Context: an optimization exercise on an open-source flow, tuned for small area and few clock cycles per item. The choices shown serve that exercise and are no tape-out recipe. Function was checked by simulation only, so behaviour that the tests miss may differ from the original. No activity file was given, so power comes from the tool's default toggle rates.

### flow/design.v
`default_nettype none
package dither_pkg;
  typedef logic [15:0] rgb565_t;  
  typedef logic [8-1:0] gray_t;
  typedef logic signed [11-1:0] err_t;  
  typedef logic [11-1:0] hcount_t;
  typedef logic [10-1:0] vcount_t;
  typedef enum logic [1:0] {
    avg   = 2'd0,  
    red   = 2'd1,
    green = 2'd2,
    blue  = 2'd3
  } gray_sel_t;
  typedef struct packed {
    gray_t   gray;
    hcount_t hcount;
    vcount_t vcount;
  } gray_beat_t;
  typedef struct packed {
    logic    dot;  
    gray_t   gray;
    hcount_t hcount;
    vcount_t vcount;
  } dot_beat_t;
endpackage
`default_nettype wire
`timescale 1ns/1ps
`default_nettype none
module pipe_stage #(
  parameter int width = 8  
) (
  input  wire           clk_pixel,
  input  wire           rst_n,
  input  wire           in_valid,
  output logic          in_ready,
  input  wire [width-1:0] in_data,
  output logic          out_valid,
  input  wire           out_ready,
  output logic [width-1:0] out_data
);
  logic take;  
  logic give;  
  assign give = out_valid && out_ready;
  assign in_ready = !out_valid || out_ready;
  assign take = in_valid && in_ready;
  always_ff @(posedge clk_pixel or negedge rst_n) begin
    if (!rst_n) begin
      out_valid <= 1'b0;
    end else if (take) begin
      out_valid <= 1'b1;  
    end else if (give) begin
      out_valid <= 1'b0;  
    end
  end
  always_ff @(posedge clk_pixel) begin
    if (take) begin
      out_data <= in_data;
    end
  end
endmodule
`default_nettype wire
`timescale 1ns/1ps
`default_nettype none
module gray_convert (
  input  dither_pkg::rgb565_t        in_pixel,
  input  dither_pkg::gray_sel_t      gray_sel,
  output dither_pkg::gray_t          gray
);
  dither_pkg::gray_t  red8;       
  dither_pkg::gray_t  green8;
  dither_pkg::gray_t  blue8;
  logic [8+1:0] chan_sum;   
  logic [8+1:0] avg_full;
  assign red8   = {in_pixel[15:11], 3'b000};
  assign green8 = {in_pixel[10:5], 2'b00};
  assign blue8  = {in_pixel[4:0], 3'b000};
  assign chan_sum = {2'b00, red8} + {2'b00, green8} + {2'b00, blue8};
  assign avg_full = (chan_sum >> 2) + (chan_sum >> 4) + (chan_sum >> 6);
  always_comb begin
    case (gray_sel)
      dither_pkg::avg:     gray = avg_full[8-1:0];  
      dither_pkg::red:     gray = red8;
      dither_pkg::green:   gray = green8;
      dither_pkg::blue:    gray = blue8;
      default: gray = avg_full[8-1:0];
    endcase
  end
endmodule
`default_nettype wire
`timescale 1ns/1ps
`default_nettype none
module error_line_buffer #(
  parameter int line_width = 320,  
  parameter int ring_len   = 64,            
  parameter int share_w    = 8              
) (
  input  wire                      clk_pixel,
  input  wire [$clog2(line_width/ring_len)-1:0] ring_sel,  
  output logic [share_w-1:0]       rd_share,   
  input  wire                      wr_en,
  input  wire [share_w-1:0]        wr_share
);
  localparam int ring_count = line_width / ring_len;
  localparam int ring_bits  = ring_len * share_w;
  logic [share_w-1:0] tap [ring_count];
  for (genvar j = 0; j < ring_count; j++) begin : g_ring
    logic [ring_bits-1:0] ring;  
    assign tap[j] = ring[ring_bits-1 -: share_w];
    always_ff @(posedge clk_pixel) begin
      ring <= {ring[ring_bits-share_w-1:0],
               (wr_en && ring_sel == j) ? wr_share : tap[j]};
    end
  end
  assign rd_share = tap[ring_sel];
endmodule
`default_nettype wire
`timescale 1ns/1ps
`default_nettype none
module diffusion_core (
  input  dither_pkg::gray_t        gray,
  input  wire                      first_col,   
  input  wire                      first_row,   
  input  wire signed [7:0]         right_in,    
  input  wire signed [7:0]         down_in,     
  input  dither_pkg::gray_t        threshold,
  output logic                     dot,
  output logic signed [7:0]        right_out,
  output logic signed [7:0]        down_out
);
  logic signed [9:0] carry_term;
  logic signed [9:0] up_term;
  logic signed [9:0] sum;
  logic        [9:0] sum_dot;  
  assign carry_term = first_col ? 10'sd0 : 10'(right_in);
  assign up_term    = first_row ? 10'sd0 : 10'(down_in);
  assign sum = $signed({2'b00, gray}) + carry_term + up_term;
  assign dot = !sum[9] && (sum[8] || (sum[7:0] >= threshold));
  assign sum_dot = sum + 10'(dot);
  assign right_out = {sum_dot[8] ^ dot, sum_dot[7:1]};
  assign down_out  = right_out + 8'(sum_dot[0]);
endmodule
`default_nettype wire
`timescale 1ns/1ps
`default_nettype none
module dither_top #(
  parameter int line_width = 320
) (
  input  wire            clk_pixel,
  input  wire            rst_n,
  input  wire            in_valid,
  output logic           in_ready,
  input  dither_pkg::rgb565_t        in_pixel,
  input  dither_pkg::hcount_t        in_hcount,
  input  dither_pkg::vcount_t        in_vcount,
  input  dither_pkg::gray_sel_t      gray_sel,   
  input  dither_pkg::gray_t          threshold,  
  output logic           out_valid,
  input  wire            out_ready,
  output logic           out_dot,
  output dither_pkg::gray_t          out_gray,
  output dither_pkg::hcount_t        out_hcount,
  output dither_pkg::vcount_t        out_vcount
);
  localparam int ring_len = 32;  
  localparam int phase_w  = $clog2(ring_len);
  localparam int sel_w    = $clog2(line_width / ring_len);
  logic               stage_ready;
  logic               phase_ok;
  logic               accept;
  logic [phase_w-1:0] idle_phase;  
  logic               started;     
  dither_pkg::gray_t  gray;
  logic               dot;
  logic signed [7:0]  right_carry;
  logic signed [7:0]  right_share;
  logic signed [7:0]  down_share;
  logic signed [7:0]  up_share;
  dither_pkg::dot_beat_t beat_in;
  dither_pkg::dot_beat_t beat_out;
  assign phase_ok = (idle_phase == '0);
  assign in_ready = stage_ready && phase_ok;
  assign accept   = in_valid && in_ready;
  always_ff @(posedge clk_pixel or negedge rst_n) begin
    if (!rst_n) begin
      idle_phase <= '0;
      started    <= 1'b0;
    end else begin
      if (accept) begin
        started <= 1'b1;
      end
      if (!accept && started) begin
        idle_phase <= idle_phase + 1'b1;
      end
    end
  end
  gray_convert gray_conv (
    .in_pixel(in_pixel),
    .gray_sel(gray_sel),
    .gray(gray)
  );
  error_line_buffer #(
    .line_width(line_width),
    .ring_len(ring_len),
    .share_w(8)
  ) err_buf (
    .clk_pixel(clk_pixel),
    .ring_sel(in_hcount[phase_w +: sel_w]),
    .rd_share(up_share),
    .wr_en(accept),
    .wr_share(down_share)
  );
  diffusion_core diffuse (
    .gray(gray),
    .first_col(in_hcount == '0),
    .first_row(in_vcount == '0),
    .right_in(right_carry),
    .down_in(up_share),
    .threshold(threshold),
    .dot(dot),
    .right_out(right_share),
    .down_out(down_share)
  );
  always_ff @(posedge clk_pixel) begin
    if (accept) begin
      right_carry <= right_share;
    end
  end
  always_comb begin
    beat_in.dot    = dot;
    beat_in.gray   = gray;
    beat_in.hcount = in_hcount;
    beat_in.vcount = in_vcount;
  end
  pipe_stage #(
    .width(1 + 8 + 11 + 10)
  ) dot_stage (
    .clk_pixel(clk_pixel),
    .rst_n(rst_n),
    .in_valid(in_valid && phase_ok),
    .in_ready(stage_ready),
    .in_data(beat_in),
    .out_valid(out_valid),
    .out_ready(out_ready),
    .out_data(beat_out)
  );
  assign out_dot    = beat_out.dot;
  assign out_gray   = beat_out.gray;
  assign out_hcount = beat_out.hcount;
  assign out_vcount = beat_out.vcount;
endmodule
`default_nettype wire
### flow/flow/run.sh
#!/bin/bash
# Standard layout, with the clock tree built without dummy loads and the
# ports buffered with the smallest buffer.
set -euo pipefail
bash standard.sh \
  'CTS_ARGS=-sink_clustering_enable -repair_clock_nets -sink_clustering_size 20 -sink_clustering_max_diameter 50 -buf_list sky130_fd_sc_hd__clkbuf_8 -dont_use_dummy_load' \
  'BUFFER_PORTS_ARGS=-buffer_cell sky130_fd_sc_hd__buf_1' \
  finish > standard_flow.log 2>&1
### flow/standard.sh
#!/bin/bash
# synth_recipe.tcl (not shown) runs the flow's synth.tcl, then flattens the netlist and writes it again
# the make line also repeats each setting of config.mk as NAME=value (left out here)
make -C /OpenROAD-flow-scripts/flow DESIGN_CONFIG=/design/flow/config.mk WORK_HOME=/design/flow/orfs CLKGATE_MAP_FILE= SYNTH_SCRIPT=/design/flow/synth_recipe.tcl "${@:-finish}"
### flow/config.mk
export PLATFORM = sky130hd
export DESIGN_NAME = dither_top
export DESIGN_NICKNAME = dither_top
export VERILOG_FILES = /design/flow/design.v
export SDC_FILE = /design/flow/constraint.sdc
export NUM_CORES = 4
export LEC_CHECK = 0
export CAP_MARGIN = 20
export CORE_MARGIN = 2
export CORE_UTILIZATION = 70
export PLACE_DENSITY = 0.8
export SLEW_MARGIN = 20
### flow/constraint.sdc
create_clock -name core_clock -period 12.0 [get_ports {clk_pixel}]
set_input_delay 2.4000 -clock core_clock [delete_from_list [all_inputs] [get_ports {clk_pixel}]]
set_output_delay 2.4000 -clock core_clock [all_outputs]
set_load 0.01 [all_outputs]
==> impl_metrics.csv, run 1 <==
group,metric,value,unit
logic_synthesis,synth_enable_flop_cells,38,
sta,report.final.setup_viol,0,
clocking,cts_buffers,152,
critical_path,worst-path-max-fanout,10,
placement,number_of_placed_instances_taps_included,4269,
critical_path,r2r.worst_path.cells,24,
clocking,cts_root_buffer,"clkbuf_8",
pwr,finalPower,0.0132,W
clocking,resized_gates_after_cts,0,
finish,fin_nets,3475,
logic_synthesis,dominantRegCellSynth,"dfxtp_1",
logic_synthesis,post_synth_inst_count,3138,
sta,rsz0062_at_grt,"false",
die,die_height,289,µm
clocking,clock_path_buffers,3,
finish,finish.cell_count_without_fillers,4428,
drt,detail-route-antenna-nets,0,
logic_synthesis,yosysWarnings,5,
placement,detailedPlace.worstSlack,-0.0157,ns
die,placeableCoreArea,0.0803,mm²
sta,maxSlewHeadroom,23.7,%
clocking,cts_post_setup_buffers_inserted,0,
global_routing,overflow,0,
critical_path,path_class,"primary input to register",
pwr,power.static_leakage,24.2,nW
drt,num_vias,20900,
critical_path,r2r-start,"err_buf.g_ring[3].ring[249]",
critical_path,r2r-end,"err_buf.g_ring[3].ring[5]",
finish,final_layout_size_suffix_gt1_share,7.65,%
global_routing,grt_antenna_before_repair,8,
pwr,max-vdd-ir-drop,161,µV
critical_path,critPathMaxStageDelay,0.78,ns
logic_synthesis,synthDistinctLibCells,66,
clocking,cts.htree.levels,4,
logic_synthesis,ys_seq_area_share,92.7,%
global_routing,grt_max_degree,37,
placement,dp_hpwl,54.0,mm
logic_synthesis,postSynth.asyncResetShare,0.269,%
sta,final-max-slew-violation-count,0,
sta,hold_viol_final,0,
sta,final_critical_path_setup_slack,0.805,ns
sta,fmax,89.3,MHz
clocking,worst_skew_pair.late_latency,0.83,ns
finish,layout_common_cells,"2560 x dfxtp_1, 152 x clkbuf_8, 80 x buf_1, 65 x mux2_2, 50 x inv_1",
drt,wl_per_cell,18.5,µm
logic_synthesis,synth.avg_cell_area,18.1,µm²
placement,gpl.final_weighted_congestion,0.905,
sta,fin_worst_skew,0.110,ns
drt,drt_first_pass_iters,8,
critical_path,crit_path_start_kind,"primary input",
run_status,run_status,"finished clean",
critical_path,worst_setup_path_end_kind,"register",
drt,drc,0,
clocking,postCtsHoldBufs,0,
die,rows,104,
finish,most_common_cell_after_layout_fill_and_taps_aside,"dfxtp_1",
drt,routed_via_density,4.73,
critical_path,cp.arrival,11.91,ns
sta,layout_worst_path_cycle_share,93.3,%
hold_path,worst_hold_path_cells,0,
sta,final.min_clock_period,11.20,ns
logic_synthesis,yosys_register_bits,2605,
clocking,clock_sink_count,2605,
die,initial_core_util,70.6,%
global_routing,grt_pass1_wl,122,mm
global_routing,number_of_global_route_vias_before_repair,21900,
logic_synthesis,syn_area,0.0567,mm²
drt,number_of_design_rule_violations_left_by_the_first_detailed_router_iteration,1153,
hold_path,worst_hold_path.endpoint,"err_buf.g_ring[0].ring[94]",
drt,wl,81.7,mm
die,ios,83,
hold_path,timing.hold.worst.class,"register to register",
sta,holdWs,0.271,ns
critical_path,ff2ff_setup_slack,4.66,ns
sta,max_slew.worst_pin.slew,1.14,ns
finish,final.fill_count,4215,
die,die_width,289,µm
critical_path,timing.critical_path.required,12.72,ns
hold_path,min-delay-start,"err_buf.g_ring[0].ring[86]",
job,max_cap_viol_count,0,
critical_path,slowest_stage,"xor2_1",
finish,seqCellArea,0.0526,mm²
clocking,post_cts_clock_slew_at_the_launch_and_capture_registers_of_the_worst_setup_and_hold_paths,0.11,ns
finish,area_of_combinational_cells_with_multiple_inputs,0.00384,mm²
die,total_die_area,0.0833,mm²
placement,port-buffer-count,82,
global_routing,grt_usage,19.9,%
finish,syn_to_final_growth,6.62,%
logic_synthesis,syn-num-nets,3250,
pwr,cellPowerDensity,219,mW/mm²
clocking,clock_tree_from_tritoncts,"yes",
worst max-delay path: cells and delay by family:
kind	cells	cell delay, ns
fa+ha+maj	10	3.68
xor+xnor	4	1.43
mux	2	0.84
buf+inv	5	0.41
simple gates	11	1.81
compound gates	7	1.34
cells in the mapped netlist (8+ instances only):
| library cell | number | area (µm²) |
|---|---|---|
| dfxtp_1 | 2560 | 51200 |
| a31oi_1 | 8 | 50.1 |
| a21oi_1 | 42 | 210 |
| ha_1 | 44 | 551 |
| clkbuf_1 | 16 | 60.1 |
| mux2i_1 | 8 | 80.1 |
| nor2_1 | 48 | 180 |
| mux2_2 | 65 | 732 |
| o21ai_0 | 16 | 80.1 |
| nor2b_1 | 11 | 68.8 |
| nand2_1 | 33 | 124 |
| edfxtp_1 | 38 | 1140 |
| and3_1 | 8 | 50.1 |
| xnor2_1 | 21 | 184 |
| inv_1 | 50 | 188 |
| nand2b_1 | 11 | 68.8 |
| fa_1 | 17 | 340 |
layout make-up:
type,count,area share (%)
Antenna cell,7,0.0290
Timing Repair Buffer,95,0.675
Tap cell,1060,2.19
Multi-Input combinational cell,458,6.35
Clock buffer,152,3.46
Inverter,51,0.317
Sequential cell,2605,87.0
power breakdown:
group / switching, W / internal, W
combinational: 0.000751 / 0.000403
sequential: 0 / 0.00868
clock: 0.00226 / 0.00115
sequential cells by signal, summed over array words and instances (netlist names):
| register | flops |
|---|---|
| started | 1 |
| dot_stage.out_valid | 1 |
| right_carry | 8 |
| dot_stage.out_data | 30 |
| err_buf.g_ring.ring | 2560 |
| idle_phase | 5 |
per-stage QoR:
step	instance area (µm²)	setup TNS (ns)	utilization (%)
floorplan	56700	0	-
global placement	58300	0	72.6
detailed placement	58300	-0.0567	72.6
CTS	60400	0	75.3
global route	60400	0	75.3
finish	60400	0	75.3
cells by family (layout without fill, tap and decap cells):
logic type,Yosys count,count (layout),synth area share (%)
AO/OA/AOI/OAI,128,128,1.55
flip-flops,2605,2605,92.7
adder cells (fa/ha/maj),61,61,1.57
buffers and inverters,75,298,0.501
multiplexers,78,78,1.63
AND/OR/NAND/NOR,159,159,1.46
XOR/XNOR,32,32,0.547
other,0,7,0
routing by layer:
| metal | GRT usage (%) | vias up | share of wire, % |
|---|---|---|---|
| li1 | - | 10300 | - |
| met1 | 26.5 | 9991 | 46 |
| met2 | 32.2 | 460 | 46 |
| met3 | 4.15 | 192 | 4.5 |
| met4 | 7.98 | 4 | 3.4 |
| met5 | 0 | - | 0.028 |
how the worst max path moves through the flow:
| stage | depth (start not counted) | slack (ns) | from | end |
|---|---|---|---|---|
| after floorplan | 36 | 1.39 | in_pixel[6] | err_buf.g_ring[0].ring[6] |
| after global placement | 41 | 0.13 | in_pixel[6] | err_buf.g_ring[2].ring[5] |
| after detailed placement | 41 | -0.02 | in_pixel[6] | err_buf.g_ring[7].ring[5] |
| after CTS | 39 | 0.81 | in_pixel[6] | err_buf.g_ring[3].ring[5] |
| after global routing | 41 | 0.09 | in_pixel[6] | err_buf.g_ring[9].ring[5] |
| final | 39 | 0.80 | in_pixel[6] | err_buf.g_ring[3].ring[5] |
Testbench counts, summed over its fixed seeds: cycles 460,806, items 460,800.
==> run 2: changes to the inputs <==
--- a/flow/design.v
+++ b/flow/design.v
@@ -130,14 +130,18 @@
   logic signed [9:0] carry_term;
   logic signed [9:0] up_term;
   logic signed [9:0] sum;
-  logic        [9:0] sum_dot;  
   assign carry_term = first_col ? 10'sd0 : 10'(right_in);
   assign up_term    = first_row ? 10'sd0 : 10'(down_in);
   assign sum = $signed({2'b00, gray}) + carry_term + up_term;
   assign dot = !sum[9] && (sum[8] || (sum[7:0] >= threshold));
-  assign sum_dot = sum + 10'(dot);
-  assign right_out = {sum_dot[8] ^ dot, sum_dot[7:1]};
-  assign down_out  = right_out + 8'(sum_dot[0]);
+  logic [7:0] half0;  
+  logic [7:0] half1;  
+  logic [7:0] half2;  
+  assign half0 = sum[8:1];
+  assign half1 = sum[8:1] + 8'(sum[0]);
+  assign half2 = sum[8:1] + 8'd1;
+  assign right_out = dot ? (half1 ^ 8'h80) : half0;
+  assign down_out  = dot ? (half2 ^ 8'h80) : half1;
 endmodule
 `default_nettype wire
 `timescale 1ns/1ps
==> impl_metrics.csv, run 2 <==
group,metric,value,unit
drt,num_vias,20800,
critical_path,critPathMaxStageDelay,0.64,ns
pwr,p_sw,0.00313,W
logic_synthesis,post_synth_inst_count,3187,
clocking,cts_root_buffer,"clkbuf_8",
finish,final.fill_count,4272,
critical_path,worst-path-max-fanout,14,
die,total_die_area,0.0830,mm²
placement,gpl.final_weighted_congestion,0.868,
run_status,run_status,"finished clean",
sta,rsz0062_at_grt,"false",
logic_synthesis,synthDominantCellAreaShare,90.8,%
finish,reg.largest.list,"err_buf.g_ring.ring (2560), dot_stage.out_data (30), right_carry (8)",
logic_synthesis,dominantRegCellSynth,"dfxtp_1",
pwr,cellPowerDensity,225,mW/mm²
drt,wl_per_cell,18.0,µm
logic_synthesis,postSynth.asyncResetShare,0.269,%
finish,design_area_final,0.0602,mm²
hold_path,worst_hold_path_cells,0,
critical_path,worst_setup_path_end_kind,"register",
critical_path,timing.critical_path.required,12.61,ns
pwr,comb_power_share,9.2,%
sta,hold_viol_final,0,
sta,holdWs,0.262,ns
clocking,clock_tree_from_tritoncts,"yes",
die,ios,83,
drt,wl,80.3,mm
critical_path,r2r.worst_path.cells,18,
finish,layout_common_cells,"2560 x dfxtp_1, 153 x clkbuf_8, 82 x buf_1, 73 x a21oi_1, 70 x nor2_1",
global_routing,overflow,0,
logic_synthesis,synth.avg_cell_area,17.7,µm²
drt,routed_via_density,4.66,
die,placeableCoreArea,0.0802,mm²
pwr,pwr-share-seq,65.7,%
finish,most_common_cell_after_layout_fill_and_taps_aside,"dfxtp_1",
global_routing,grt_usage,19.8,%
global_routing,grt_pass1_wl,122,mm
global_routing,grt_antenna_before_repair,6,
pwr,internal_power,0.0104,W
sta,layout_worst_path_cycle_share,85.7,%
placement,dp_hpwl,53.2,mm
placement,placedInstanceArea,0.0581,mm²
sta,max_slew.worst_pin.slew,1.06,ns
clocking,cts_buffers,153,
drt,drc,0,
drt,detail-route-antenna-nets,0,
finish,max_flop_register,"err_buf.g_ring.ring",
logic_synthesis,yosysWarnings,5,
pwr,max-vdd-ir-drop,148,µV
clocking,cts_post_setup_buffers_inserted,0,
sta,maxSlewHeadroom,29.2,%
clocking,post_cts_clock_slew_at_the_launch_and_capture_registers_of_the_worst_setup_and_hold_paths,0.11,ns
die,die_height,288,µm
critical_path,crit_path_start_kind,"primary input",
drt,drt_first_pass_iters,5,
logic_synthesis,ys_seq_area_share,93.1,%
sta,report.final.setup_viol,0,
die,rows,104,
sta,setup_total_negative_slack,0,ns
pwr,netSwitchingFraction,23.0,%
die,die_width,288,µm
critical_path,cp.arrival,10.90,ns
finish,utilization,75.1,%
logic_synthesis,syn-num-nets,3297,
logic_synthesis,synthDistinctLibCells,56,
logic_synthesis,synthTopCellsByArea,"dfxtp_1 91%, edfxtp_1 2.0%, ha_1 0.93%, a21oi_1 0.65%, fa_1 0.60%",
drt,number_of_design_rule_violations_left_by_the_first_detailed_router_iteration,941,
logic_synthesis,netlist.top_cell.by_area,"dfxtp_1",
job,max_cap_viol_count,0,
logic_synthesis,ys_top_cells_by_count,"2560 x dfxtp_1, 73 x a21oi_1, 73 x nor2_1",
clocking,resized_gates_after_cts,0,
finish,syn_to_final_growth,6.61,%
critical_path,slowest_stage,"xnor2_1",
sta,fmax,97.2,MHz
finish,final_layout_size_suffix_gt1_share,5.64,%
sta,final-max-slew-violation-count,0,
global_routing,number_of_global_route_vias_before_repair,21800,
logic_synthesis,synth_enable_flop_cells,38,
clocking,clock_path_buffers,3,
logic_synthesis,yosys_register_bits,2605,
critical_path,path_common_cell,"inv_1",
pwr,share_clk_of_total_power,25.1,%
finish,fin_nets,3519,
clocking,postCtsHoldBufs,0,
critical_path,path_class,"primary input to register",
placement,port-buffer-count,82,
clocking,worst_skew_pair.late_latency,0.81,ns
logic_synthesis,syn_area,0.0565,mm²
clocking,clock_sink_count,2605,
global_routing,grt_max_degree,31,
logic_synthesis,yosys.cell_count.top_type,"dfxtp_1",
sta,final.min_clock_period,10.29,ns
pwr,power.static_leakage,24.1,nW
die,initial_core_util,70.4,%
hold_path,timing.hold.worst.class,"register to register",
clocking,cts.htree.levels,4,
sta,fin_worst_skew,0.110,ns
finish,largest_register_ffs,2560,
==> run 2: cell types whose count changed after synthesis, sizes merged, moves of 7 or more <==
cell,delta
o21ai,+25
mux2i,+19
a21oi,+31
clkbuf,+7
nand2,+26
a31oi,-7
mux2,-57
inv,+18
nor2b,-8
nor2,+22
==> run 2: final cells by class <==
class / count / area [µm²] / share of cell area [%]
diodes: 5 / 12.5 / 0.0208
inverters: 70 / 263 / 0.436
repair buffers: 94 / 398 / 0.661
clock buffers: 153 / 2110 / 3.50
flip-flops and latches: 2605 / 52600 / 87.3
well taps: 1060 / 1330 / 2.20
multi-input cells: 485 / 3530 / 5.86
==> run 2: critical path: cells and delay by family <==
family / cells / cell delay, ns
multiplexers: 2 / 0.53
XOR/XNOR: 4 / 1.60
buffers and inverters: 7 / 0.52
AO/OA/AOI/OAI: 8 / 1.90
adder cells (fa/ha/maj): 9 / 3.49
AND/OR/NAND/NOR: 4 / 0.46
==> run 2: power groups by stage <==
stage                     Sequential (W)  Clock (W)  Combinational [W]
after floorplan                  0.00908          0           0.000863
after global placement           0.00910          0            0.00119
after detailed placement         0.00911          0            0.00123
after CTS                        0.00892    0.00349            0.00124
after global routing             0.00893    0.00378            0.00135
final                            0.00891    0.00341            0.00125
==> run 2: cell families after synthesis <==
| group | after synthesis | share of synthesized area, % |
|---|---|---|
| DFF | 2605 | 93.1 |
| and+or+nand+nor | 192 | 1.51 |
| AOI/OAI and AO/OA | 159 | 1.72 |
| buffers and inverters | 97 | 0.671 |
| adders and majority gates | 59 | 1.53 |
| muxes | 41 | 0.891 |
| xor gates and xnor gates | 34 | 0.581 |
==> run 2: through the flow <==
step / total power [W] / instances / setup WS [ns]
CTS: 0.0136 / 4467 / 1.83
floorplan: 0.00995 / 3187 / 2.07
finish: 0.0136 / 4472 / 1.71
detailed placement: 0.0103 / 4314 / 0.990
global route: 0.0141 / 4468 / 1.18
global placement: 0.0103 / 4314 / 1.07
==> run 2: per-layer routing <==
layer,part of all wire [%],vias to the layer above,global-route usage (%)
met5,0,-,0
met2,48,388,32.7
met1,45,9891,26.3
met4,3.1,0,7.59
met3,3.8,180,3.53
li1,-,10400,-
==> run 2: path summary, 6_finish.rpt <==
kind | start | endpoint | slack (ns)
max in group asynchronous | rst_n | idle_phase[2] | 10.22
max | in_pixel[11] | err_buf.g_ring[1].ring[4] | 1.71
max reg2reg | err_buf.g_ring[2].ring[252] | err_buf.g_ring[1].ring[4] | 5.72
min | err_buf.g_ring[8].ring[35] | err_buf.g_ring[8].ring[43] | 0.26
min in group asynchronous | rst_n | dot_stage.out_valid | 1.50
min reg2reg | err_buf.g_ring[8].ring[35] | err_buf.g_ring[8].ring[43] | 0.26
Testbench counts of run 2, summed over its fixed seeds: cycles 460,806, items 460,800.
==> run 3: changes to the inputs <==
==> flow/flow/run.sh (replaced) <==
#!/bin/bash
# Standard layout, with the clock tree built without dummy loads and the
# ports buffered with the smallest buffer.
set -euo pipefail
bash standard.sh \
  'CTS_ARGS=-sink_clustering_enable -repair_clock_nets -sink_clustering_size 22 -sink_clustering_max_diameter 40 -buf_list sky130_fd_sc_hd__clkbuf_8 -dont_use_dummy_load' \
  'BUFFER_PORTS_ARGS=-buffer_cell sky130_fd_sc_hd__buf_1' \
  finish > standard_flow.log 2>&1
==> impl_metrics.csv, run 3 <==
group,metric,value,unit
drt,number_of_design_rule_violations_left_by_the_first_detailed_router_iteration,1019,
sta,rsz0062_at_grt,"false",
clocking,cts_buffers,167,
sta,fin_worst_skew,0.120,ns
drt,drc,0,
die,die_width,288,µm
clocking,cts_root_buffer,"clkbuf_8",
finish,final_layout_size_suffix_gt1_share,6.02,%
pwr,power.static_leakage,24.2,nW
die,initial_core_util,70.4,%
finish,largest_register_ffs,2560,
pwr,comb_power_share,9.1,%
finish,most_common_cell_after_layout_fill_and_taps_aside,"dfxtp_1",
placement,placedInstanceArea,0.0581,mm²
logic_synthesis,yosys_register_bits,2605,
global_routing,grt_max_degree,31,
logic_synthesis,synthTopCellsByArea,"dfxtp_1 91%, edfxtp_1 2.0%, ha_1 0.93%, a21oi_1 0.65%, fa_1 0.60%",
sta,maxSlewHeadroom,28.0,%
drt,routed_via_density,4.65,
logic_synthesis,synth_enable_flop_cells,38,
drt,drt_first_pass_iters,5,
finish,reg.largest.list,"err_buf.g_ring.ring (2560), dot_stage.out_data (30), right_carry (8)",
clocking,cts.htree.levels,4,
run_status,run_status,"finished clean",
die,total_die_area,0.0830,mm²
critical_path,crit_path_start_kind,"primary input",
placement,gpl.final_weighted_congestion,0.868,
pwr,pwr-share-seq,65.0,%
finish,syn_to_final_growth,6.95,%
logic_synthesis,synthDistinctLibCells,56,
logic_synthesis,post_synth_inst_count,3187,
drt,detail-route-antenna-nets,0,
clocking,post_cts_clock_slew_at_the_launch_and_capture_registers_of_the_worst_setup_and_hold_paths,0.11,ns
pwr,share_clk_of_total_power,25.9,%
critical_path,worst-path-max-fanout,14,
sta,hold_viol_final,0,
critical_path,worst_setup_path_end_kind,"register",
clocking,cts_post_setup_buffers_inserted,0,
logic_synthesis,yosysWarnings,5,
finish,design_area_final,0.0604,mm²
global_routing,number_of_global_route_vias_before_repair,22200,
global_routing,grt_usage,20.2,%
placement,port-buffer-count,82,
logic_synthesis,syn_area,0.0565,mm²
logic_synthesis,dominantRegCellSynth,"dfxtp_1",
job,max_cap_viol_count,0,
logic_synthesis,ys_seq_area_share,93.1,%
clocking,clock_sink_count,2605,
global_routing,grt_pass1_wl,124,mm
clocking,resized_gates_after_cts,0,
critical_path,path_common_cell,"inv_1",
logic_synthesis,ys_top_cells_by_count,"2560 x dfxtp_1, 73 x a21oi_1, 73 x nor2_1",
pwr,p_sw,0.00316,W
pwr,cellPowerDensity,227,mW/mm²
logic_synthesis,syn-num-nets,3297,
sta,final.min_clock_period,10.30,ns
finish,layout_common_cells,"2560 x dfxtp_1, 167 x clkbuf_8, 82 x buf_1, 73 x a21oi_1, 70 x nor2_1",
drt,wl_per_cell,18.2,µm
die,rows,104,
critical_path,cp.arrival,10.93,ns
critical_path,timing.critical_path.required,12.62,ns
finish,fin_nets,3533,
placement,dp_hpwl,53.2,mm
pwr,max-vdd-ir-drop,175,µV
global_routing,grt_antenna_before_repair,11,
critical_path,slowest_stage,"xnor2_1",
sta,layout_worst_path_cycle_share,85.9,%
clocking,worst_skew_pair.late_latency,0.83,ns
die,die_height,288,µm
logic_synthesis,synthDominantCellAreaShare,90.8,%
hold_path,timing.hold.worst.class,"register to register",
logic_synthesis,synth.avg_cell_area,17.7,µm²
sta,final-max-slew-violation-count,0,
logic_synthesis,postSynth.asyncResetShare,0.269,%
global_routing,overflow,0,
clocking,postCtsHoldBufs,0,
sta,max_slew.worst_pin.slew,1.08,ns
clocking,clock_path_buffers,3,
logic_synthesis,yosys.cell_count.top_type,"dfxtp_1",
sta,fmax,97.1,MHz
pwr,internal_power,0.0105,W
die,ios,83,
clocking,clock_tree_from_tritoncts,"yes",
sta,holdWs,0.224,ns
logic_synthesis,netlist.top_cell.by_area,"dfxtp_1",
die,placeableCoreArea,0.0802,mm²
critical_path,path_class,"primary input to register",
drt,num_vias,20900,
finish,max_flop_register,"err_buf.g_ring.ring",
critical_path,critPathMaxStageDelay,0.65,ns
sta,report.final.setup_viol,0,
drt,wl,81.8,mm
sta,setup_total_negative_slack,0,ns
pwr,netSwitchingFraction,23.0,%
[run 3: cell count changes in the layout (fill, tap and decap cells not counted)]
| cell | previous run | this run |
|---|---|---|
| clkbuf_8 | 153 | 167 |
[run 3: final cells by class]
class	count	area [µm²]
well taps	1060	1330
inverters	70	263
diodes	5	12.5
fillers	4225	19800
repair buffers	94	398
multi-input cells	485	3530
clock buffers	167	2300
flip-flops and latches	2605	52600
[run 3: path summary, 6_finish.rpt]
| check | start | endpoint | slack [ns] | cells after the start |
|---|---|---|---|---|
| setup / recovery | in_pixel[11] | err_buf.g_ring[8].ring[4] | 1.70 | 35 |
| hold / removal | err_buf.g_ring[7].ring[168] | err_buf.g_ring[7].ring[176] | 0.22 | 0 |
| setup reg to reg | err_buf.g_ring[6].ring[252] | err_buf.g_ring[8].ring[4] | 5.70 | 19 |
| hold reg to reg | err_buf.g_ring[7].ring[168] | err_buf.g_ring[7].ring[176] | 0.22 | 0 |
| max in group asynchronous | rst_n | idle_phase[2] | 10.18 | 1 |
| min in group asynchronous | rst_n | dot_stage.out_valid | 1.51 | 1 |
[run 3: per-layer routing]
| metal | global-route usage (%) | vias to the layer above | part of all wire [%] |
|---|---|---|---|
| met1 | 26.3 | 9891 | 45 |
| met4 | 8.11 | 2 | 3.0 |
| met5 | 0 | - | 0.013 |
| met2 | 33.8 | 401 | 48 |
| li1 | - | 10400 | - |
| met3 | 3.69 | 180 | 3.9 |
[run 3: stage by stage]
step	worst slack (ns)	total power, W	util (%)	std cells
after detailed placement	0.990	0.0103	72.5	4314
after global placement	1.07	0.0103	72.4	4314
after floorplan	2.07	0.00995	-	3187
final	1.70	0.0137	75.3	4486
after CTS	1.84	0.0138	75.3	4481
after global routing	1.16	0.0142	75.3	4483
[run 3: power by group through the flow]
stage               Clock (W)  Sequential, W  Combinational, W
detailed placement          0        0.00911           0.00123
finish                0.00355        0.00891           0.00125
floorplan                   0        0.00908          0.000863
CTS                   0.00363        0.00892           0.00124
global route          0.00392        0.00893           0.00135
global placement            0        0.00910           0.00119
[run 3: logic make-up after synthesis]
logic type	count (synthesis)	synth area share (%)
DFF	2605	93.1
xor gates and xnor gates	34	0.581
and+or+nand+nor	192	1.51
muxes	41	0.891
buffers and inverters	97	0.671
AOI/OAI and AO/OA	159	1.72
adders and majority gates	59	1.53
[run 3: critical path, delay by kind of cell]
family / cells / cell delay (ns)
AND/OR/NAND/NOR: 5 / 0.55
adder cells (fa/ha/maj): 9 / 3.50
XOR/XNOR: 4 / 1.60
multiplexers: 2 / 0.53
buffers and inverters: 7 / 0.53
AO/OA/AOI/OAI: 8 / 1.81
==> run 4: changes to the inputs <==
--- a/flow/design.v
+++ b/flow/design.v
@@ -91,27 +91,21 @@
 `default_nettype none
 module error_line_buffer #(
   parameter int line_width = 320,  
-  parameter int ring_len   = 64,            
   parameter int share_w    = 8              
 ) (
   input  wire                      clk_pixel,
-  input  wire [$clog2(line_width/ring_len)-1:0] ring_sel,  
   output logic [share_w-1:0]       rd_share,   
   input  wire                      wr_en,
   input  wire [share_w-1:0]        wr_share
 );
-  localparam int ring_count = line_width / ring_len;
-  localparam int ring_bits  = ring_len * share_w;
-  logic [share_w-1:0] tap [ring_count];
-  for (genvar j = 0; j < ring_count; j++) begin : g_ring
-    logic [ring_bits-1:0] ring;  
-    assign tap[j] = ring[ring_bits-1 -: share_w];
-    always_ff @(posedge clk_pixel) begin
-      ring <= {ring[ring_bits-share_w-1:0],
-               (wr_en && ring_sel == j) ? wr_share : tap[j]};
-    end
-  end
-  assign rd_share = tap[ring_sel];
+  localparam int line_bits = line_width * share_w;
+  logic [line_bits-1:0] line;  
+  assign rd_share = line[line_bits-1 -: share_w];
+  always_ff @(posedge clk_pixel) begin
+    if (wr_en) begin
+      line <= {line[line_bits-share_w-1:0], wr_share};
+    end
+  end
 endmodule
 `default_nettype wire
 `timescale 1ns/1ps
@@ -130,18 +124,14 @@
   logic signed [9:0] carry_term;
   logic signed [9:0] up_term;
   logic signed [9:0] sum;
+  logic signed [8:0] err;
   assign carry_term = first_col ? 10'sd0 : 10'(right_in);
   assign up_term    = first_row ? 10'sd0 : 10'(down_in);
   assign sum = $signed({2'b00, gray}) + carry_term + up_term;
-  assign dot = !sum[9] && (sum[8] || (sum[7:0] >= threshold));
-  logic [7:0] half0;  
-  logic [7:0] half1;  
-  logic [7:0] half2;  
-  assign half0 = sum[8:1];
-  assign half1 = sum[8:1] + 8'(sum[0]);
-  assign half2 = sum[8:1] + 8'd1;
-  assign right_out = dot ? (half1 ^ 8'h80) : half0;
-  assign down_out  = dot ? (half2 ^ 8'h80) : half1;
+  assign dot = (sum >= $signed({2'b00, threshold}));
+  assign err = dot ? 9'(sum - 10'sd255) : 9'(sum);
+  assign right_out = 8'(err >>> 1);
+  assign down_out  = 8'((err + 9'sd1) >>> 1);
 endmodule
 `default_nettype wire
 `timescale 1ns/1ps
@@ -165,14 +155,8 @@
   output dither_pkg::hcount_t        out_hcount,
   output dither_pkg::vcount_t        out_vcount
 );
-  localparam int ring_len = 32;  
-  localparam int phase_w  = $clog2(ring_len);
-  localparam int sel_w    = $clog2(line_width / ring_len);
   logic               stage_ready;
-  logic               phase_ok;
   logic               accept;
-  logic [phase_w-1:0] idle_phase;  
-  logic               started;     
   dither_pkg::gray_t  gray;
   logic               dot;
   logic signed [7:0]  right_carry;
@@ -181,22 +165,8 @@
   logic signed [7:0]  up_share;
   dither_pkg::dot_beat_t beat_in;
   dither_pkg::dot_beat_t beat_out;
-  assign phase_ok = (idle_phase == '0);
-  assign in_ready = stage_ready && phase_ok;
+  assign in_ready = stage_ready;
   assign accept   = in_valid && in_ready;
-  always_ff @(posedge clk_pixel or negedge rst_n) begin
-    if (!rst_n) begin
-      idle_phase <= '0;
-      started    <= 1'b0;
-    end else begin
-      if (accept) begin
-        started <= 1'b1;
-      end
-      if (!accept && started) begin
-        idle_phase <= idle_phase + 1'b1;
-      end
-    end
-  end
   gray_convert gray_conv (
     .in_pixel(in_pixel),
     .gray_sel(gray_sel),
@@ -204,11 +174,9 @@
   );
   error_line_buffer #(
     .line_width(line_width),
-    .ring_len(ring_len),
     .share_w(8)
   ) err_buf (
     .clk_pixel(clk_pixel),
-    .ring_sel(in_hcount[phase_w +: sel_w]),
     .rd_share(up_share),
     .wr_en(accept),
     .wr_share(down_share)
@@ -240,7 +208,7 @@
   ) dot_stage (
     .clk_pixel(clk_pixel),
     .rst_n(rst_n),
-    .in_valid(in_valid && phase_ok),
+    .in_valid(in_valid),
     .in_ready(stage_ready),
     .in_data(beat_in),
     .out_valid(out_valid),
==> flow/run.sh (new file) <==
#!/bin/bash
# synth_recipe.tcl (not shown) runs the flow's synth.tcl, then flattens the netlist and writes it again
# the make line also repeats each setting of config.mk as NAME=value (left out here)
make -C /OpenROAD-flow-scripts/flow DESIGN_CONFIG=/design/flow/config.mk WORK_HOME=/design/flow/orfs CLKGATE_MAP_FILE= SYNTH_SCRIPT=/design/flow/synth_recipe.tcl finish
--- a/flow/config.mk
+++ b/flow/config.mk
@@ -7,6 +7,9 @@
 export LEC_CHECK = 0
 export CAP_MARGIN = 20
 export CORE_MARGIN = 2
-export CORE_UTILIZATION = 70
-export PLACE_DENSITY = 0.8
+export CORE_UTILIZATION = 45
+export CTS_BUF_LIST = sky130_fd_sc_hd__clkbuf_8
+export CTS_CLUSTER_DIAMETER = 50
+export CTS_CLUSTER_SIZE = 18
+export PLACE_DENSITY = 0.6
 export SLEW_MARGIN = 20
removed: flow/flow/run.sh
removed: flow/standard.sh
==> impl_metrics.csv, run 4 <==
group,metric,value,unit
run_status,run_status,"finished clean",
global_routing,grtUsageMet2,13.6,%
die,die_width,426,µm
die,die_height,426,µm
logic_synthesis,ys_seq_area_share,97.3,%
global_routing,number_of_global_route_vias_before_repair,26400,
sta,final.min_clock_period,10.37,ns
global_routing,grt_max_degree,206,
die,ios,83,
finish,seqCellArea,0.0780,mm²
drt,detail-route-antenna-nets,0,
logic_synthesis,post_synth_fa_ha_maj_area_fraction,1.02,%
finish,utilization,49.7,%
critical_path,worst-path-max-fanout,10,
critical_path,cp.arrival,11.01,ns
critical_path,crit_path_start_kind,"primary input",
sta,fin_worst_skew,0.0450,ns
critical_path,timing.critical_path.required,12.64,ns
clocking,cts_buffers,188,
logic_synthesis,yosysWarnings,4,
critical_path,crit_family,"adder cells",
pwr,cellPowerDensity,195,mW/mm²
clocking,postCtsHoldBufs,0,
logic_synthesis,ys_top_cells_by_count,"2598 x edfxtp_1, 43 x inv_1, 38 x ha_1",
logic_synthesis,yosys_register_bits,2599,
sta,layout_worst_path_cycle_share,86.4,%
pwr,power.static_leakage,28.2,nW
sta,fmax,96.4,MHz
logic_synthesis,synthDominantCellAreaShare,97.2,%
die,total_die_area,0.182,mm²
finish,most_common_cell_after_layout_fill_and_taps_aside,"edfxtp_1",
critical_path,path_class,"primary input to register",
sta,rsz0062_at_grt,"false",
clocking,cts_root_buffer,"clkbuf_8",
logic_synthesis,post_synth_inst_count,2871,
finish,syn_to_final_growth,9.55,%
sta,setup_total_negative_slack,0,ns
finish,reg.largest.list,"err_buf.line (2560), dot_stage.out_data (30), right_carry (8)",
drt,drt_first_pass_iters,5,
clocking,cts.htree.levels,4,
clocking,resized_gates_after_cts,0,
global_routing,grt_pass1_wl,150,mm
finish,max_flop_register,"err_buf.line",
logic_synthesis,synth_top_family_by_area,"adder cells",
clocking,worst_skew_pair.late_latency,0.91,ns
critical_path,path_common_cell,"ha_1",
drt,wl,94.4,mm
drt,routed_via_density,4.69,
critical_path,slowest_stage,"fa_1",
sta,max_slew.worst_pin.slew,1.07,ns
die,placeableCoreArea,0.177,mm²
global_routing,overflow,0,
clocking,clock_tree_from_tritoncts,"yes",
clocking,cts_post_setup_buffers_inserted,0,
clocking,clock_path_buffers,3,
placement,placedInstanceArea,0.0843,mm²
logic_synthesis,dominantRegCellSynth,"edfxtp_1",
global_routing,gr-max-usage-layer,"met1",
finish,final.fill_count,13500,
critical_path,worstPathBufferInverterCount,3,
drt,drc,0,
clocking,post_cts_clock_slew_at_the_launch_and_capture_registers_of_the_worst_setup_and_hold_paths,0.09,ns
logic_synthesis,synthTopCellsByArea,"edfxtp_1 97%, ha_1 0.59%, fa_1 0.42%, xnor2_1 0.25%, inv_1 0.20%",
global_routing,grt_antenna_before_repair,2,
global_routing,grt_use_met3,2.53,%
global_routing,use_met1,16.5,%
finish,layout_common_cells,"2598 x edfxtp_1, 190 x clkbuf_8, 82 x clkdlybuf4s50_1, 53 x inv_1, 38 x ha_1",
logic_synthesis,yosys.area_share.xor_xnor,0.327,%
logic_synthesis,synth_enable_flop_cells,2598,
finish,largest_register_ffs,2560,
sta,final-max-slew-violation-count,0,
die,initial_core_util,45.4,%
logic_synthesis,synth-simple-area-share,0.496,%
job,max_cap_viol_count,0,
drt,number_of_design_rule_violations_left_by_the_first_detailed_router_iteration,2439,
logic_synthesis,synth_compound_gate_area_share,0.455,%
placement,gpl.final_weighted_congestion,0.793,
critical_path,critPathMaxStageDelay,0.54,ns
sta,report.final.setup_viol,0,
placement,dp_hpwl,40.9,mm
logic_synthesis,syn_area,0.0802,mm²
global_routing,grt_usage,10.3,%
pwr,max-vdd-ir-drop,196,µV
logic_synthesis,synth.avg_cell_area,27.9,µm²
sta,maxSlewHeadroom,28.4,%
logic_synthesis,syn-num-nets,2977,
hold_path,timing.hold.worst.class,"register to register",
placement,port-buffer-count,82,
logic_synthesis,synth.area.mux_share,0.212,%
logic_synthesis,netlist.top_cell.by_area,"edfxtp_1",
drt,num_vias,26300,
logic_synthesis,synthDistinctLibCells,44,
finish,final_layout_size_suffix_gt1_share,9.30,%
finish,area_of_combinational_cells_with_multiple_inputs,0.00202,mm²
clocking,clock_sink_count,2599,
critical_path,worst_setup_path_end_kind,"register",
logic_synthesis,postSynth.asyncResetShare,0.0385,%
drt,wl_per_cell,16.9,µm
finish,fin_nets,3265,
logic_synthesis,yosys.cell_count.top_type,"edfxtp_1",
sta,hold_viol_final,0,
finish,design_area_final,0.0879,mm²
die,rows,154,
run 4: metrics by stage:
| stage | total power [W] | instances | hold slack [ns] | setup slack (ns) |
|---|---|---|---|---|
| global route | 0.0180 | 5599 | 0.403 | 1.24 |
| CTS | 0.0174 | 5597 | 0.391 | 1.72 |
| global placement | 0.0128 | 5309 | 0.401 | 0.711 |
| finish | 0.0171 | 5599 | 0.405 | 1.63 |
| floorplan | 0.0127 | 2871 | 0.400 | -8.90 |
| detailed placement | 0.0128 | 5309 | 0.405 | 0.709 |
run 4: area by class of cell:
class,instances,area share [%]
Clock buffer,190,2.98
Tap cell,2340,3.33
Timing Repair Buffer,102,1.28
Inverter,43,0.184
Clock inverter,98,1.14
Antenna cell,2,0.00569
Sequential cell,2599,88.8
Multi-Input combinational cell,225,2.30
run 4: per-layer routing:
layer / wire length, µm / part of all wire (%)
met3: 3690 / 3.9
met5: 0 / 0
met1: 49000 / 52
met4: 2530 / 2.7
met2: 39200 / 42
run 4: kinds of logic (layout without fill, tap and decap cells):
| kind of cell | after synthesis | after routing |
|---|---|---|
| XOR/XNOR | 30 | 30 |
| other | 0 | 2 |
| buffers and inverters | 47 | 433 |
| adder cells (fa/ha/maj) | 55 | 55 |
| flip-flops | 2599 | 2599 |
| AND/OR/NAND/NOR | 79 | 79 |
| AO/OA/AOI/OAI | 51 | 51 |
| multiplexers | 10 | 10 |
run 4: path summary, 6_finish.rpt:
| check | startpoint | to | slack (ns) | depth (start not counted) |
|---|---|---|---|---|
| hold reg to reg | err_buf.line[2482] | err_buf.line[2490] | 0.40 | 0 |
| min in group asynchronous | rst_n | dot_stage.out_valid | 1.63 | 1 |
| hold / removal | err_buf.line[2482] | err_buf.line[2490] | 0.40 | 0 |
| setup reg to reg | err_buf.line[2553] | err_buf.line[7] | 6.93 | 20 |
| max in group asynchronous | rst_n | dot_stage.out_valid | 10.28 | 1 |
| setup / recovery | in_pixel[6] | err_buf.line[7] | 1.63 | 36 |
run 4: worst reg2reg max path: stages (launching register included):
cell	delay (ns)
edfxtp_1	0.35
nand2_1	0.16
fa_1	0.55
inv_1	0.04
ha_1	0.23
fa_1	0.41
a21o_1	0.22
a221o_1	0.33
nor2_1	0.13
xnor2_1	0.26
ha_1	0.27
nor3_1	0.05
o21ai_0	0.07
a31oi_1	0.08
o21ai_2	0.30
and2_4	0.29
mux2_2	0.37
ha_1	0.21
o21a_1	0.16
and4_4	0.21
xor2_1	0.13
run 4: power by group:
part | switching (W) | internal (W) | total (W)
logic | 0.00108 | 0.000681 | 0.00176
clock network | 0.00270 | 0.00178 | 0.00447
registers | 0.000163 | 0.0107 | 0.0109
Testbench counts of run 4, summed over its fixed seeds: cycles 460,806, items 460,800.

==> re-timing with driven ports <==
Ports are ideal in the flow. The routed layouts listed here were re-timed in OpenROAD. Step 1: set_driving_cell puts a clkbuf_16 on clk_pixel and a buf_2 on each other input, an assumption about the parent block. Step 2 also shifts input and output timing later by t, the mid clock arrival at the registers, as if the neighbouring blocks saw the same clock. Slacks: ideal / step 1 / step 2; pairs: ideal / step 1.
| run | shift t [ns] | setup WS [ns] | worst setup path at the end | worst slew at a driven data input, ns |
|---|---|---|---|---|
| run 1 | 0.842 | 0.805 / 0.834 / -0.008 | input to register | 0.11 |
| run 2 | 0.827 | 1.712 / 1.719 / 0.892 | input to register | 0.07 |
| run 3 | 0.846 | 1.696 / 1.709 / 0.864 | input to register | 0.07 |
| run 4 | 0.967 | 1.629 / 1.666 / 0.699 | input to register | 0.06 |
Met with ideal ports but missed after step 2: setup timing in run 1. For run 4, which loses most, drivers alone change the setup slack by +0.037 ns; drivers and shift together by -0.930 ns.
